This design comes from an exercise in tuning for small area and a short achievable clock period on the open sky130 flow, not from production work. RTL that was checked went through simulation tests only; none was proved equivalent to the original. Power is estimated from default activity; no workload was simulated.

==> run M: inputs <==
// efi_dot_product_accum_top
module efi_dot_product_accum_top (
   input  logic         clk0,
   input  logic         aclr0,
   input  logic         ena,
   input  logic         in_valid,
   input  logic         in_first,
   input  logic         in_last,
   input  logic [63:0]  ax,
   input  logic [63:0]  ay,
   output logic         out_valid,
   output logic [47:0]  result,
   output logic         out_overflow
);
clock: 7.5 ns
lec_check: 0
abc_area: 1
cap_margin: 20
core_margin: 2
core_utilization: 40
cts_buf_list: sky130_fd_sc_hd__clkbuf_8
cts_cluster_diameter: 100
cts_cluster_size: 14
setup_slack_margin: 3.85
slew_margin: 20
synth_hierarchical: 1
standard.sh (not shown) runs the stock make flow with config.mk's settings and CLKGATE_MAP_FILE= SYNTH_SCRIPT=/design/flow/synth_recipe.tcl, a recipe that flattens the netlist after the stock synthesis.
==> flow/flow/run.sh <==
#!/bin/bash
# The standard layout (the standard.sh, unchanged synthesis), with the
# port buffers that placement inserts made plain buf_2 cells instead of the
# delay buffers buffer_ports picks by default.
set -euo pipefail
export BUFFER_PORTS_ARGS="-buffer_cell sky130_fd_sc_hd__buf_2"
bash standard.sh > standard.log 2>&1
==> inputs of run P, as changes to run M <==
--- a/flow/design.v
+++ b/flow/design.v
@@ -79,28 +79,21 @@
             y1 = ay[16*l + 2*j];
             y0 = (j == 0) ? 1'b0 : ay[16*l + 2*j - 1];
             bonen_d[8*l + j] = ~(y1 ^ y0);
             btwon_d[8*l + j] = ~((y2 & ~y1 & ~y0) | (~y2 & y1 & y0));
             bneg_d[8*l + j]  = y2;
          end
       end
    end
-   always_ff @(posedge clk0 or posedge aclr0) begin
-      if (aclr0) begin
-         axn_s0   <= '1;
-         bonen_s0 <= '1;
-         btwon_s0 <= '1;
-         bneg_s0  <= '0;
-      end else if (ena) begin
-         axn_s0   <= ~ax;
-         bonen_s0 <= bonen_d;
-         btwon_s0 <= btwon_d;
-         bneg_s0  <= bneg_d;
-      end
+   always_ff @(posedge clk0) if (ena) begin
+      axn_s0   <= ~ax;
+      bonen_s0 <= bonen_d;
+      btwon_s0 <= btwon_d;
+      bneg_s0  <= bneg_d;
    end
    logic [2:0] sb [0:3];    
    always_ff @(posedge clk0 or posedge aclr0) begin
       if (aclr0) begin
          sb[0] <= 3'b000;
          sb[1] <= 3'b000;
          sb[2] <= 3'b000;
          sb[3] <= 3'b000;
Settings changed: TNS_END_PERCENT set to 10.
==> run notes <==
	run P	run M
Total standard cell area after synthesis	0.04292 mm^2	0.04355 mm^2
Post-placement setup slack	3.548 ns	3.378 ns
Post-detailed-placement cell area	0.04455 mm^2	0.04498 mm^2
Status	no timing/DRC/antenna violations	no timing/DRC/antenna violations
Post-synth EDFFs	504	344
Leakage power of the design	18.23 nW	18.91 nW
Proportion of cell area spent on the clock network	0.01753	0.02022
Total core area	0.1068 mm^2	0.1084 mm^2
Multi-input logic cell count	2485	2779
Maximum achievable frequency	0.2942 GHz	0.2785 GHz
Required time of the critical path	7.96 ns	7.97 ns
Source of the worst register-to-register timing path	u_core.axn_s0[25]	u_core.bneg_s0[8]
Final standard cell utilization of the core	0.4253	0.4237
Number of clock-tree buffers in the layout	47	52
Maximum fanout along the worst path	16	18
Fraction of power consumed by combinational cells	0.610	0.612
Multi-input gate share of the layout cell area	0.5254	0.5456
Global routing usage on met3	0.07103	0.06390
Clock period minus worst slack	3.399 ns	3.590 ns
GR Layer Usage met1	0.3157	0.3361
Power per standard cell area	492.5 mW/mm^2	511.5 mW/mm^2
For run M, only the layout was checked, not whether the RTL still works.

========
==> run A: inputs <==
efi_dot_product_accum_top with an RTL version that a note above also has.
// efi_dot_product_accum_top
module efi_dot_product_accum_top (
   input  logic         clk0,
   input  logic         aclr0,
   input  logic         ena,
   input  logic         in_valid,
   input  logic         in_first,
   input  logic         in_last,
   input  logic [63:0]  ax,
   input  logic [63:0]  ay,
   output logic         out_valid,
   output logic [47:0]  result,
   output logic         out_overflow
);
export LEC_CHECK = 0
export ABC_AREA = 1
export CAP_MARGIN = 20
export CORE_MARGIN = 2
export CORE_UTILIZATION = 40
export CTS_BUF_LIST = sky130_fd_sc_hd__clkbuf_8
export SETUP_SLACK_MARGIN = 4.3
export SLEW_MARGIN = 20
export SYNTH_HIERARCHICAL = 1
export TNS_END_PERCENT = 10
create_clock -name core_clock -period 7.5 [get_ports {clk0}]
Scripts as last shown in full above: flow/flow/run.sh
==> inputs of run X, as changes to run A <==
--- a/flow/config.mk
+++ b/flow/config.mk
@@ -10,7 +10,8 @@
 export CORE_MARGIN = 2
 export CORE_UTILIZATION = 40
 export CTS_BUF_LIST = sky130_fd_sc_hd__clkbuf_8
-export SETUP_SLACK_MARGIN = 4.3
+export CTS_CLUSTER_DIAMETER = 100
+export CTS_CLUSTER_SIZE = 14
+export SETUP_SLACK_MARGIN = 3.85
 export SLEW_MARGIN = 20
 export SYNTH_HIERARCHICAL = 1
-export TNS_END_PERCENT = 10
==> notes <==
- Between run A and run X, the lower wire length is in run X (gap about 1.8%, measured against run X).
- Clock skew: run X is lower than run A (0.021 ns).
- In run A the maximum frequency is higher than in run X, by 5.3%.
- Critical path depth is the same in run X and run A.
- Against run A, the first-iteration DRC count of run X is lower by about 2.3%.
- Between run A and run X, the lower sequential share of layout area is in run A (gap 3.0 points).
- Synthesized area is the same in run A and run X.
- Of run X and run A, run A has the higher final area (gap 8.0%, measured against run A).

-- static timing again, ports no longer ideal --
In the flow no input, the clock included, has a driving cell. The finished layouts below were timed again as built, in two steps.
Step 1 (the two cells are an assumption about what drives the block):
set clk [get_ports {clk0}]
set_driving_cell -lib_cell sky130_fd_sc_hd__clkbuf_16 $clk
set_driving_cell -lib_cell sky130_fd_sc_hd__buf_2 [delete_from_list [all_inputs] $clk]
Step 2 also shifts input and output timing later by t, the mid clock arrival at the registers, as if the neighbouring blocks saw the same clock.
Slacks: ideal ports / drivers / drivers and shift; pairs: ideal ports / drivers.
run | shift t [ns] | slack for setup (ns) | latest minus earliest clock arrival (ns) | worst slew at a driven data input, ns | pins driven straight from the clock port
run M | 0.835 | 3.910 / 3.910 / 3.292 | 0.089 / 0.090 | 0.08 | 1
run P | 0.790 | 4.101 / 4.101 / 3.823 | 0.023 / 0.023 | 0.05 | 1
run A | 0.819 | 4.273 / 4.273 / 3.825 | 0.051 / 0.050 | 0.05 | 1
run X | 0.790 | 4.101 / 4.101 / 3.823 | 0.023 / 0.023 | 0.05 | 1
After both steps setup and hold are still met in every run listed. For run M, which loses most, drivers alone change the setup slack by 0.000 ns; drivers and shift together by -0.618 ns.
